What follows belongs to an exercise in optimizing a design on an open flow for small area; a production flow would make more cautious choices.
In this exercise RTL edits were held to simulation tests only and were not proved equivalent to the original.

==> inputs of v25 <==
==> flow/design.v <==
package fpss_pkg;
    localparam int XLEN       = 32;
    localparam int NAME_W     = 5;
    localparam int PADDR_W    = 6;
    localparam int OFFS_W     = 3;
    localparam int NUM_OFFS   = 4;
    localparam int ID_W       = 5;
    localparam int CFG_ADDR_W = 4;
    localparam logic [XLEN-1:0] CANON_NAN = 32'h7FC0_0000;
endpackage
`timescale 1ns/1ps
module fpss_aoi222 (
    input  logic a0, b0, a1, b1, a2, b2,
    output logic y
);
    assign y = ~((a0 & b0) | (a1 & b1) | (a2 & b2));
endmodule
module fpss_nand2 (
    input  logic a, b,
    output logic y
);
    assign y = ~(a & b);
endmodule
module fpss_nand3 (
    input  logic a, b, c,
    output logic y
);
    assign y = ~(a & b & c);
endmodule
module fpss_nand4 (
    input  logic a, b, c, d,
    output logic y
);
    assign y = ~(a & b & c & d);
endmodule
module fpss_nor2 (
    input  logic a, b,
    output logic y
);
    assign y = ~(a | b);
endmodule
module fpss_rd64 (
    input  logic [63:0] sel,
    input  logic [63:0] d,
    output logic        y
);
    logic [21:0] g;
    logic [5:0]  h;
    logic [2:0]  k;
    for (genvar i = 0; i < 21; i++) begin : g_aoi
        fpss_aoi222 u_aoi (
            .a0 (sel[3*i]),   .b0 (d[3*i]),
            .a1 (sel[3*i+1]), .b1 (d[3*i+1]),
            .a2 (sel[3*i+2]), .b2 (d[3*i+2]),
            .y  (g[i])
        );
    end
    fpss_nand2 u_last (.a(sel[63]), .b(d[63]), .y(g[21]));
    for (genvar i = 0; i < 5; i++) begin : g_or4
        fpss_nand4 u_or (.a(g[4*i]), .b(g[4*i+1]), .c(g[4*i+2]), .d(g[4*i+3]), .y(h[i]));
    end
    fpss_nand2 u_or5 (.a(g[20]), .b(g[21]), .y(h[5]));
    for (genvar i = 0; i < 3; i++) begin : g_nor
        fpss_nor2 u_nor (.a(h[2*i]), .b(h[2*i+1]), .y(k[i]));
    end
    fpss_nand3 u_out (.a(k[0]), .b(k[1]), .c(k[2]), .y(y));
endmodule
module fpss_wr4 (
    input  logic [3:0] land,
    input  logic [3:0] d,
    input  logic       hold,
    input  logic       q,
    output logic       y
);
    assign y = (hold & q) | (land[0] & d[0]) | (land[1] & d[1])
             | (land[2] & d[2]) | (land[3] & d[3]);
endmodule
`timescale 1ns/1ps
import fpss_pkg::*;
module fpss_top (
    input  logic                             clk_i,
    input  logic                             rst_n_i,
    input  logic [31:0]                      acc_req_instr_i,
    input  logic [fpss_pkg::ID_W-1:0]        acc_req_id_i,
    input  logic [fpss_pkg::XLEN-1:0]        acc_req_arg_i,
    input  logic                             acc_req_valid_i,
    output logic                             acc_req_ready_o,
    output logic [fpss_pkg::ID_W-1:0]        acc_rsp_id_o,
    output logic [fpss_pkg::XLEN-1:0]        acc_rsp_data_o,
    output logic                             acc_rsp_error_o,
    output logic                             acc_rsp_valid_o,
    input  logic                             acc_rsp_ready_i,
    input  logic [fpss_pkg::CFG_ADDR_W-1:0]  paddr_i,
    input  logic                             psel_i,
    input  logic                             penable_i,
    input  logic                             pwrite_i,
    input  logic [31:0]                      pwdata_i,
    output logic [31:0]                      prdata_o,
    output logic                             pready_o,
    output logic                             pslverr_o
);
    logic [NUM_OFFS-1:0][OFFS_W-1:0] offs;
    logic                            addr_ok;
    assign addr_ok   = (paddr_i[1:0] == 2'b00);
    assign pready_o  = psel_i & penable_i;
    assign pslverr_o = pready_o & pwrite_i & ~addr_ok;
    always_ff @(posedge clk_i) begin
        if (!rst_n_i) begin
            for (int k = 0; k < NUM_OFFS; k++) offs[k] <= OFFS_W'(k);
        end else if (pready_o & pwrite_i & addr_ok) begin
            offs[paddr_i[3:2]] <= pwdata_i[OFFS_W-1:0];
        end
    end
    always_comb begin
        prdata_o = '0;
        if (addr_ok) prdata_o[OFFS_W-1:0] = offs[paddr_i[3:2]];
    end
    logic [3:0]         op;
    logic [PADDR_W-1:0] rd_a, rs1_a, rs2_a;
    logic               legal;
    logic               writes;
    logic [2:0]         test_en;    
    assign op    = acc_req_instr_i[31:28];
    assign rd_a  = {offs[acc_req_instr_i[27:26]], acc_req_instr_i[25:23]};
    assign rs1_a = {offs[acc_req_instr_i[22:21]], acc_req_instr_i[20:18]};
    assign rs2_a = {offs[acc_req_instr_i[17:16]], acc_req_instr_i[15:13]};
    always_comb begin
        legal   = 1'b1;
        test_en = 3'b000;
        case (op)
            4'd1, 4'd2, 4'd3: test_en = 3'b111;
            4'd4:             test_en = 3'b100;
            4'd5:             test_en = 3'b001;
            default:          legal   = 1'b0;
        endcase
    end
    assign writes = test_en[2];
    logic                    run_q;
    logic [2:0]              s_v;
    logic [2:0]              s_wr;
    logic [2:0]              s_err;
    logic [2:0][PADDR_W-1:0] s_rd;
    logic [2:0][ID_W-1:0]    s_id;
    logic [2:0][XLEN-1:0]    s_res;
    logic                    advance;
    logic                    collision;
    logic                    accept;
    logic [XLEN-1:0]         res;
    always_comb begin
        collision = 1'b0;
        for (int k = 0; k < 3; k++) begin
            if (s_v[k] & s_wr[k]) begin
                if (test_en[0] && s_rd[k] == rs1_a) collision = 1'b1;
                if (test_en[1] && s_rd[k] == rs2_a) collision = 1'b1;
                if (test_en[2] && s_rd[k] == rd_a)  collision = 1'b1;
            end
        end
    end
    assign advance         = ~s_v[2] | acc_rsp_ready_i;
    assign acc_req_ready_o = run_q & advance & ~collision;
    assign accept          = acc_req_valid_i & acc_req_ready_o;
    always_ff @(posedge clk_i) begin
        if (!rst_n_i) begin
            run_q <= 1'b0;
            s_v   <= '0;
        end else begin
            run_q <= 1'b1;
            if (advance) s_v <= {s_v[1:0], accept};
        end
    end
    always_ff @(posedge clk_i) begin
        if (advance) begin
            s_wr  <= {s_wr[1:0], writes};
            s_err <= {s_err[1:0], ~legal};
            s_rd  <= {s_rd[1:0], rd_a};
            s_id  <= {s_id[1:0], acc_req_id_i};
            s_res <= {s_res[1:0], res};
        end
    end
    localparam int NR = 16;
    localparam int W  = XLEN + 1;
    logic [1:0]                rot;
    logic [NR-1:0][3:0][W-1:0] ring;
    always_ff @(posedge clk_i) begin
        if (!rst_n_i) rot <= 2'd0;
        else          rot <= rot + 2'd1;
    end
    logic [1:0]            a_pos, b_pos;
    logic [NR*4-1:0]       a_sel, b_sel;
    logic [W-1:0][NR*4-1:0] col;       
    logic [W-1:0]          a_raw;
    logic [1:0]            b_raw;
    logic [XLEN-1:0]       a_val;
    logic                  a_boxed, b_sign;
    assign a_pos = rs1_a[1:0] + rot;
    assign b_pos = rs2_a[1:0] + rot;
    for (genvar r = 0; r < NR; r++) begin : g_sel
        for (genvar p = 0; p < 4; p++) begin : g_pos
            assign a_sel[4*r+p] = (rs1_a[5:2] == 4'(r)) & (a_pos == 2'(p));
            assign b_sel[4*r+p] = (rs2_a[5:2] == 4'(r)) & (b_pos == 2'(p));
            for (genvar i = 0; i < W; i++) begin : g_bit
                assign col[i][4*r+p] = ring[r][p][i];
            end
        end
    end
    for (genvar i = 0; i < W; i++) begin : g_rda
        fpss_rd64 u_rd (.sel(a_sel), .d(col[i]), .y(a_raw[i]));
    end
    for (genvar i = 0; i < 2; i++) begin : g_rdb
        fpss_rd64 u_rd (.sel(b_sel), .d(col[XLEN-1+i]), .y(b_raw[i]));
    end
    assign a_boxed = a_raw[XLEN];
    assign a_val   = a_boxed ? a_raw[XLEN-1:0] : CANON_NAN;
    assign b_sign  = b_raw[1] & b_raw[0];
    always_comb begin
        case (op)
            4'd1:    res = {b_sign, a_val[30:0]};
            4'd2:    res = {~b_sign, a_val[30:0]};
            4'd3:    res = {a_val[31] ^ b_sign, a_val[30:0]};
            4'd4:    res = acc_req_arg_i;
            4'd5:    res = a_val;
            default: res = '0;
        endcase
    end
    logic [3:0]               src_v;
    logic [3:0][PADDR_W-1:0]  src_a;
    logic [3:0][XLEN-1:0]     src_d;
    logic [3:0]               src_land;
    logic [NR-1:0][3:0]       land;
    logic [NR-1:0]            hold;
    logic [NR-1:0][XLEN-1:0]  ring_d0;
    assign src_v = {s_v[2] & s_wr[2], s_v[1] & s_wr[1], s_v[0] & s_wr[0], accept & writes};
    assign src_a = {s_rd[2], s_rd[1], s_rd[0], rd_a};
    assign src_d = {s_res[2], s_res[1], s_res[0], res};
    for (genvar g = 0; g < 4; g++) begin : g_src
        assign src_land[g] = src_v[g] & (src_a[g][1:0] + rot == 2'd3);
    end
    for (genvar r = 0; r < NR; r++) begin : g_ring
        for (genvar g = 0; g < 4; g++) begin : g_land
            assign land[r][g] = src_land[g] & (src_a[g][5:2] == 4'(r));
        end
        assign hold[r] = ~|land[r];
        for (genvar i = 0; i < XLEN; i++) begin : g_wr
            fpss_wr4 u_wr (
                .land (land[r]),
                .d    ({src_d[3][i], src_d[2][i], src_d[1][i], src_d[0][i]}),
                .hold (hold[r]),
                .q    (ring[r][3][i]),
                .y    (ring_d0[r][i])
            );
        end
        always_ff @(posedge clk_i) begin
            ring[r][3][XLEN-1:0] <= ring[r][2][XLEN-1:0];
            ring[r][2][XLEN-1:0] <= ring[r][1][XLEN-1:0];
            ring[r][1][XLEN-1:0] <= ring[r][0][XLEN-1:0];
            ring[r][0][XLEN-1:0] <= ring_d0[r];
        end
        always_ff @(posedge clk_i) begin
            if (!rst_n_i) begin
                ring[r][3][XLEN] <= 1'b0;
                ring[r][2][XLEN] <= 1'b0;
                ring[r][1][XLEN] <= 1'b0;
                ring[r][0][XLEN] <= 1'b0;
            end else begin
                ring[r][3][XLEN] <= ring[r][2][XLEN];
                ring[r][2][XLEN] <= ring[r][1][XLEN];
                ring[r][1][XLEN] <= ring[r][0][XLEN];
                ring[r][0][XLEN] <= ring[r][3][XLEN] | ~hold[r];
            end
        end
    end
    assign acc_rsp_valid_o = s_v[2];
    assign acc_rsp_id_o    = s_id[2];
    assign acc_rsp_error_o = s_err[2];
    assign acc_rsp_data_o  = s_res[2];
endmodule
==> flow/run.sh <==
#!/bin/bash
# synth_recipe.tcl (not shown) runs the flow's synth.tcl, then flattens the netlist and writes it again
# the make line also repeats each setting of config.mk as NAME=value (left out here)
make -C /OpenROAD-flow-scripts/flow DESIGN_CONFIG=/design/flow/config.mk WORK_HOME=/design/flow/orfs CLKGATE_MAP_FILE= SYNTH_SCRIPT=/design/flow/synth_recipe.tcl finish
==> flow/config.mk <==
export PLATFORM = sky130hd
export DESIGN_NAME = fpss_top
export DESIGN_NICKNAME = fpss_top
export VERILOG_FILES = /design/flow/design.v
export SDC_FILE = /design/flow/constraint.sdc
export NUM_CORES = 4
export LEC_CHECK = 0
export CAP_MARGIN = 20
export CELL_PAD_IN_SITES_DETAIL_PLACEMENT = 1
export CELL_PAD_IN_SITES_GLOBAL_PLACEMENT = 1
export CORE_MARGIN = 2
export CORE_UTILIZATION = 45
export CTS_CLUSTER_DIAMETER = 50
export CTS_CLUSTER_SIZE = 20
export SLEW_MARGIN = 20
export SYNTH_HIERARCHICAL = 1
==> flow/constraint.sdc <==
create_clock -name core_clock -period 8.0 [get_ports {clk_i}]
set_input_delay 1.6000 -clock core_clock [delete_from_list [all_inputs] [get_ports {clk_i}]]
set_output_delay 1.6000 -clock core_clock [all_outputs]
set_load 0.01 [all_outputs]
==> v12 (differences from v25) <==
CTS_BUF_LIST = sky130_fd_sc_hd__clkbuf_8   (was not set)
CTS_CLUSTER_DIAMETER = 120   (was 50)
CTS_CLUSTER_SIZE = 13   (was 20)
==> comparison <==
In v12 the routed wire length is lower than in v25, by 0.39%.
Critical path depth: v25 is higher than v12 (7).
Between v12 and v25, the lower cell area is in v12 (gap about 4%, measured against v25).
Between v25 and v12, the lower global-route usage is in v12 (gap 0.14 points).
Between v25 and v12, the lower worst setup slack is in v25 (gap 0.056 ns).
Of v12 and v25, v25 has the higher hold slack (gap 0.018 ns).

separate check: timing with driven ports:
The flow's constraints put no driver on any port. The routed layouts listed below were extracted and timed again, unchanged, in two steps. Step 1 assumes that a clkbuf_16 drives the clock port and a buf_2 every other input. Step 2 adds t to the input delays and takes it off the output delays; t is the mean of the earliest and latest rising clock arrival at the registers after step 1. Input paths then give back, and output paths get back, about the clock's delay inside the block. Slacks: ideal / step 1 / step 2; pairs: ideal / step 1.
run	t (ns)	slack for setup (ns)	latest minus earliest clock arrival (ns)	worst data-port slew with drivers (ns)
v25	0.920	1.812 / 1.805 / 0.962	0.049 / 0.048	0.09
v12	1.071	1.868 / 1.841 / 0.969	0.062 / 0.063	0.09
After both steps every run listed still meets setup and hold. The setup slack of v12, which loses most, moves by -0.027 ns with the drivers and by -0.899 ns with both steps.
